What follows belongs to an exercise in optimizing a design on an open flow for small area and a short achievable clock period; a production flow would make more cautious choices.
Only simulation tests tie the RTL to the original design; equivalence was not proved.
No activity file was given, so power comes from the tool's default toggle rates.

==> inputs of job 3959 <==
==> flow/design.v <==
package dmem_pkg;
  localparam int DW_DEF       = 32;
  localparam int AW_DEF       = 7;
  localparam int INIT_TOP_DEF = 23;
  localparam int INIT_NXT_DEF = 17;
  typedef enum logic {
    INIT = 1'b0,
    RUN  = 1'b1
  } state_e;
endpackage
module dmem_ram #(
  parameter int DW = 8,
  parameter int AW = 8
) (
  input  logic            clk_i,
  input  logic            we_i,
  input  logic [AW-1:0]   waddr_i,
  input  logic [DW-1:0]   wdata_i,
  input  logic [DW/8-1:0] be_i,
  input  logic            re_i,
  input  logic [AW-1:0]   raddr_i,
  output logic [DW-1:0]   rdata_o
);
  localparam int NB    = DW / 8;
  localparam int DEPTH = 1 << AW;
  logic [DW-1:0] mem_q [DEPTH];
  logic [DW-1:0] rdata_q;
  always_ff @(posedge clk_i) begin
    for (int i = 0; i < NB; i++) begin
      if (we_i && be_i[i]) begin
        mem_q[waddr_i][8*i +: 8] <= wdata_i[8*i +: 8];
      end
    end
    if (re_i) begin
      rdata_q <= mem_q[raddr_i];
    end
  end
  assign rdata_o = rdata_q;
endmodule
module dmem_ctrl #(
  parameter int DW       = dmem_pkg::DW_DEF,
  parameter int AW       = dmem_pkg::AW_DEF,
  parameter int INIT_TOP = dmem_pkg::INIT_TOP_DEF,
  parameter int INIT_NXT = dmem_pkg::INIT_NXT_DEF
) (
  input  logic            clk,
  input  logic            rst_n,
  input  logic            req_valid,
  output logic            req_ready,
  input  logic            req_write,
  input  logic [AW-1:0]   req_addr,
  input  logic [DW-1:0]   req_wdata,
  input  logic [DW/8-1:0] req_be,
  output logic            rsp_valid,
  output logic [DW-1:0]   rsp_rdata,
  output logic            init_busy
);
  localparam logic [AW-1:0] TOP_A = {AW{1'b1}};
  localparam logic [AW-1:0] NXT_A = TOP_A - AW'(1);
  localparam logic [DW-1:0] TOP_V = DW'(INIT_TOP);
  localparam logic [DW-1:0] NXT_V = DW'(INIT_NXT);
  dmem_pkg::state_e state_q, state_d;
  logic [AW-1:0]   cnt_q, cnt_d;
  logic            rsp_valid_q, rsp_valid_d;
  logic            has_q, has_d;
  logic            we;
  logic            re;
  logic [AW-1:0]   waddr;
  logic [DW-1:0]   wdata;
  logic [DW/8-1:0] be;
  logic [DW-1:0]   ram_rdata;
  always_comb begin
    state_d     = state_q;
    cnt_d       = cnt_q;
    rsp_valid_d = 1'b0;
    we          = 1'b0;
    re          = 1'b0;
    waddr       = req_addr;
    wdata       = req_wdata;
    be          = req_be;
    unique case (state_q)
      dmem_pkg::INIT: begin
        we    = 1'b1;
        waddr = cnt_q;
        be    = '1;
        if (cnt_q == TOP_A) begin
          wdata = TOP_V;
        end else if (cnt_q == NXT_A) begin
          wdata = NXT_V;
        end else begin
          wdata = '0;
        end
        if (cnt_q == TOP_A) begin
          state_d = dmem_pkg::RUN;
          cnt_d   = '0;
        end else begin
          cnt_d = cnt_q + AW'(1);
        end
      end
      dmem_pkg::RUN: begin
        if (req_valid) begin
          we = req_write;
          re = ~req_write;
        end
        rsp_valid_d = re;
      end
      default: ;
    endcase
    has_d = has_q | re;
  end
  always_ff @(posedge clk or negedge rst_n) begin
    if (!rst_n) begin
      state_q     <= dmem_pkg::INIT;
      cnt_q       <= '0;
      rsp_valid_q <= 1'b0;
      has_q       <= 1'b0;
    end else begin
      state_q     <= state_d;
      cnt_q       <= cnt_d;
      rsp_valid_q <= rsp_valid_d;
      has_q       <= has_d;
    end
  end
  dmem_ram #(
    .DW (DW),
    .AW (AW)
  ) u_ram (
    .clk_i   (clk),
    .we_i    (we),
    .waddr_i (waddr),
    .wdata_i (wdata),
    .be_i    (be),
    .re_i    (re),
    .raddr_i (req_addr),
    .rdata_o (ram_rdata)
  );
  assign rsp_valid = rsp_valid_q;
  assign rsp_rdata = has_q ? ram_rdata : '0;
  assign init_busy = (state_q == dmem_pkg::INIT);
  assign req_ready = (state_q == dmem_pkg::RUN);
endmodule
==> flow/run.sh <==
#!/bin/bash
# synth_recipe.tcl (not shown) runs the flow's synth.tcl, then flattens the netlist and writes it again
# the make line also repeats each setting of config.mk as NAME=value (left out here)
make -C /OpenROAD-flow-scripts/flow DESIGN_CONFIG=/design/flow/config.mk WORK_HOME=/design/flow/orfs CLKGATE_MAP_FILE= SYNTH_SCRIPT=/design/flow/synth_recipe.tcl finish
==> flow/config.mk <==
export PLATFORM = sky130hd
export DESIGN_NAME = dmem_ctrl
export DESIGN_NICKNAME = dmem_ctrl
export VERILOG_FILES = /design/flow/design.v
export SDC_FILE = /design/flow/constraint.sdc
export NUM_CORES = 4
export LEC_CHECK = 0
export CAP_MARGIN = 20
export CORE_MARGIN = 2
export CORE_UTILIZATION = 40
export SLEW_MARGIN = 20
==> flow/constraint.sdc <==
create_clock -name core_clock -period 4.0 [get_ports {clk}]
set_input_delay 0.8000 -clock core_clock [delete_from_list [all_inputs] [get_ports {clk}]]
set_output_delay 0.8000 -clock core_clock [all_outputs]
set_load 0.01 [all_outputs]
==> job 9708 (differences from job 3959) <==
==> flow/design.v (replaced) <==
package dmem_pkg;
  localparam int DW_DEF       = 32;
  localparam int AW_DEF       = 7;
  localparam int INIT_TOP_DEF = 23;
  localparam int INIT_NXT_DEF = 17;
endpackage
module dmem_aoi222 (
  input  logic [2:0] d,
  input  logic [2:0] s,
  output logic       y_n
);
  assign y_n = ~|(d & s);
endmodule
module dmem_nand4 (
  input  logic [3:0] a,
  output logic       y
);
  assign y = ~&a;
endmodule
module dmem_nand3 (
  input  logic [2:0] a,
  output logic       y
);
  assign y = ~&a;
endmodule
module dmem_aoi22 (
  input  logic [1:0] d,
  input  logic [1:0] s,
  output logic       y_n
);
  assign y_n = ~|(d & s);
endmodule
module dmem_nor2 (
  input  logic [1:0] a,
  output logic       y_n
);
  assign y_n = ~|a;
endmodule
module dmem_nor3 (
  input  logic [2:0] a,
  output logic       y_n
);
  assign y_n = ~|a;
endmodule
module dmem_rd_bit (
  input  logic [127:0] d,
  input  logic [127:0] s,
  output logic         y
);
  logic [43:0] l1;                        
  logic [11:0] l2;                        
  logic [3:0]  l3;                        
  for (genvar i = 0; i < 42; i++) begin : g_l1
    dmem_aoi222 u (.d(d[3*i +: 3]), .s(s[3*i +: 3]), .y_n(l1[i]));
  end
  dmem_aoi22 u_l1t (.d(d[127:126]), .s(s[127:126]), .y_n(l1[42]));
  assign l1[43] = 1'b1;
  for (genvar i = 0; i < 10; i++) begin : g_l2
    dmem_nand4 u (.a(l1[4*i +: 4]), .y(l2[i]));
  end
  dmem_nand3 u_l2t (.a(l1[42:40]), .y(l2[10]));
  assign l2[11] = 1'b0;
  dmem_nor3 u_l3a (.a(l2[2:0]),  .y_n(l3[0]));
  dmem_nor3 u_l3b (.a(l2[5:3]),  .y_n(l3[1]));
  dmem_nor3 u_l3c (.a(l2[8:6]),  .y_n(l3[2]));
  dmem_nor2 u_l3d (.a(l2[10:9]), .y_n(l3[3]));
  dmem_nand4 u_l4 (.a(l3), .y(y));
endmodule
module dmem_wen #(
  parameter int NB = 4
) (
  input  logic          sel_n,
  input  logic [NB-1:0] we_be_n,
  input  logic          ini_n,
  output logic [NB-1:0] en
);
  assign en = ~(({NB{sel_n}} | we_be_n) & {NB{ini_n}});
endmodule
module dmem_ctrl #(
  parameter int DW       = dmem_pkg::DW_DEF,
  parameter int AW       = dmem_pkg::AW_DEF,
  parameter int INIT_TOP = dmem_pkg::INIT_TOP_DEF,
  parameter int INIT_NXT = dmem_pkg::INIT_NXT_DEF
) (
  input  logic            clk,
  input  logic            rst_n,
  input  logic            req_valid,
  output logic            req_ready,
  input  logic            req_write,
  input  logic [AW-1:0]   req_addr,
  input  logic [DW-1:0]   req_wdata,
  input  logic [DW/8-1:0] req_be,
  output logic            rsp_valid,
  output logic [DW-1:0]   rsp_rdata,
  output logic            init_busy
);
  localparam int NB    = DW / 8;
  localparam int DEPTH = 1 << AW;
  localparam logic [DW-1:0] TOP_V = DW'(INIT_TOP);
  localparam logic [DW-1:0] NXT_V = DW'(INIT_NXT);
  localparam int NG = DEPTH / 16;
  logic            run_q;
  logic            bsy_q;
  logic [NG+1:0]   rn_q;
  logic [AW-1:0]   cnt_q;
  logic            rsp_valid_q;
  logic            has_q;
  logic            we, re;
  logic            last;
  assign last = &cnt_q;
  assign we   = rn_q[NG+1] & req_valid & req_write;
  assign re   = rn_q[NG+1] & req_valid & ~req_write;
  always_ff @(posedge clk or negedge rst_n) begin
    if (!rst_n) begin
      run_q       <= 1'b0;
      cnt_q       <= '0;
      rsp_valid_q <= 1'b0;
      has_q       <= 1'b0;
    end else begin
      cnt_q       <= cnt_q + AW'(1);
      run_q       <= run_q | last;
      rsp_valid_q <= re;
      has_q       <= has_q | re;
    end
  end
  always_ff @(posedge clk or negedge rst_n) begin
    if (!rst_n) begin
      bsy_q <= 1'b1;
      rn_q  <= '0;
    end else begin
      bsy_q <= ~(run_q | last);
      rn_q  <= rn_q | {(NG+2){last}};
    end
  end
  logic [DEPTH-1:0] sel;
  for (genvar w = 0; w < DEPTH; w++) begin : g_sel
    assign sel[w] = (req_addr == AW'(w));
  end
  logic [DW-1:0] mem_q [DEPTH];
  logic [DW-1:0] wdata_z;
  logic [NB-1:0] we_be;
  assign wdata_z = req_wdata & {DW{rn_q[NG]}};
  assign we_be   = req_be & {NB{we}};
  for (genvar w = 0; w < DEPTH; w++) begin : g_word
    localparam logic [DW-1:0] IV = (w == DEPTH - 1) ? TOP_V :
                                   (w == DEPTH - 2) ? NXT_V : '0;
    logic [DW-1:0] d;
    assign d = wdata_z | (IV & {DW{~rn_q[NG]}});
    logic [NB-1:0] en;
    dmem_wen #(.NB(NB)) u_wen (
      .sel_n   (~sel[w]),
      .we_be_n (~we_be),
      .ini_n   (rn_q[w/16]),
      .en      (en)
    );
    for (genvar j = 0; j < NB; j++) begin : g_lane
      always_ff @(posedge clk) begin
        if (en[j]) begin
          mem_q[w][8*j +: 8] <= d[8*j +: 8];
        end
      end
    end
  end
  logic [DW-1:0] ram_rdata;
  logic [DW-1:0] rdata_q;
  for (genvar b = 0; b < DW; b++) begin : g_rd
    logic [DEPTH-1:0] col;
    for (genvar w = 0; w < DEPTH; w++) begin : g_col
      assign col[w] = mem_q[w][b];
    end
    dmem_rd_bit u_rd (.d(col), .s(sel), .y(ram_rdata[b]));
  end
  always_ff @(posedge clk) begin
    if (re) rdata_q <= ram_rdata;
  end
  assign rsp_valid = rsp_valid_q;
  assign rsp_rdata = has_q ? rdata_q : '0;
  assign init_busy = bsy_q;
  assign req_ready = run_q;
endmodule
--- a/flow/config.mk
+++ b/flow/config.mk
@@ -8,4 +8,11 @@
 export CAP_MARGIN = 20
 export CORE_MARGIN = 2
-export CORE_UTILIZATION = 40
+export CORE_UTILIZATION = 50
+export CTS_BUF_LIST = sky130_fd_sc_hd__clkbuf_16
+export CTS_CLUSTER_DIAMETER = 80
+export CTS_CLUSTER_SIZE = 25
+export PLACE_DENSITY = 0.65
+export SETUP_SLACK_MARGIN = 1.0
 export SLEW_MARGIN = 20
+export SYNTH_HIERARCHICAL = 1
+export SYNTH_MINIMUM_KEEP_SIZE = 0
==> run notes <==
Job 3959 went through all stages and came out clean. Job 9708 produced a clean layout. First-iteration DRC count: job 3959 is lower than job 9708 (59%). In job 3959 the clock skew is lower than in job 9708, by 0.021 ns. In job 9708 the setup slack is better than in job 3959, by 0.51 ns. Critical path depth: job 3959 is higher than job 9708 (1). Of job 3959 and job 9708, job 3959 has the higher worst hold slack (gap 0.26 ns). Against job 3959, the non-clock buffer count of job 9708 is higher by 967. Count of clock-buffer cells in the layout: job 9708 is lower than job 3959 (297). Against job 9708, the cell count of job 3959 is larger by 0.71%.
==> figures <==
Routed length per instance: job 9708 36.0 um; job 3959 30.3 um
Post-route cell area: job 9708 0.175 mm^2; job 3959 0.187 mm^2
Stages on the worst setup path: job 9708 2; job 3959 3
Proportion of cell area occupied by registers: job 9708 71.0%; job 3959 66.4%
Outcome: job 9708 complete, no violations; job 3959 complete, no violations
Power share of the combinational group: job 9708 1.0%; job 3959 2.0%
Worst reg2reg path endpoint: job 9708 mem_q[63][11]; job 3959 u_ram.mem_q[90][25]
Share of the synthesized area in compound gates (AO/OA/AOI/OAI): job 9708 11.2%; job 3959 0.123%
Synthesized-area fraction occupied by and/or/nand/nor cells: job 9708 3.66%; job 3959 1.73%
Detailed placement HPWL: job 9708 321000 um; job 3959 254000 um
Count of filler cells inserted in the layout: job 9708 20873; job 3959 32062
Die Span Y: job 9708 545 um; job 3959 635 um
Clock Pin Slew Worst Setup and Hold Paths: job 9708 0.10 ns; job 3959 0.07 ns
Count of cell types in the netlist: job 9708 32; job 3959 34
Maximum vdd drop: job 9708 0.000473 V; job 3959 0.000329 V
Post-detailed-placement cell area: job 9708 0.168 mm^2; job 3959 0.174 mm^2
Slowest cell on the critical path: job 9708 sky130_fd_sc_hd__clkdlybuf4s50_1; job 3959 sky130_fd_sc_hd__dfrtp_2
Number of buffers created by CTS: job 9708 195; job 3959 408

[what the ideal ports hide]
In the flow no input, the clock included, has a driving cell. The finished layouts below were timed again as built, in two steps.
Step 1 sets driving cells, clkbuf_16 on the clock port and buf_2 on the other inputs (assumed; they add their load-dependent delay and slew).
Step 2 adds t to the input delays and takes it off the output delays; t is the mean of the earliest and latest rising clock arrival at the registers after step 1. Input paths then give back, and output paths get back, about the clock's delay inside the block.
Three values: ideal, step 1, step 2; two values: the first two.
run | t (ns) | setup slack, ns | hold WS [ns] | worst setup path after step 2
job 3959 | 1.037 | 0.398 / 0.287 / -0.116 | 0.342 / 0.261 / 0.609 | input to register
job 9708 | 1.000 | 0.906 / 0.817 / -0.024 | 0.086 / 0.024 / 0.422 | input to register
With both steps, setup timing fails in job 3959 and job 9708, where it was met with ideal ports. The setup slack of job 9708, which loses most, moves by -0.089 ns with the drivers and by -0.930 ns with both steps.
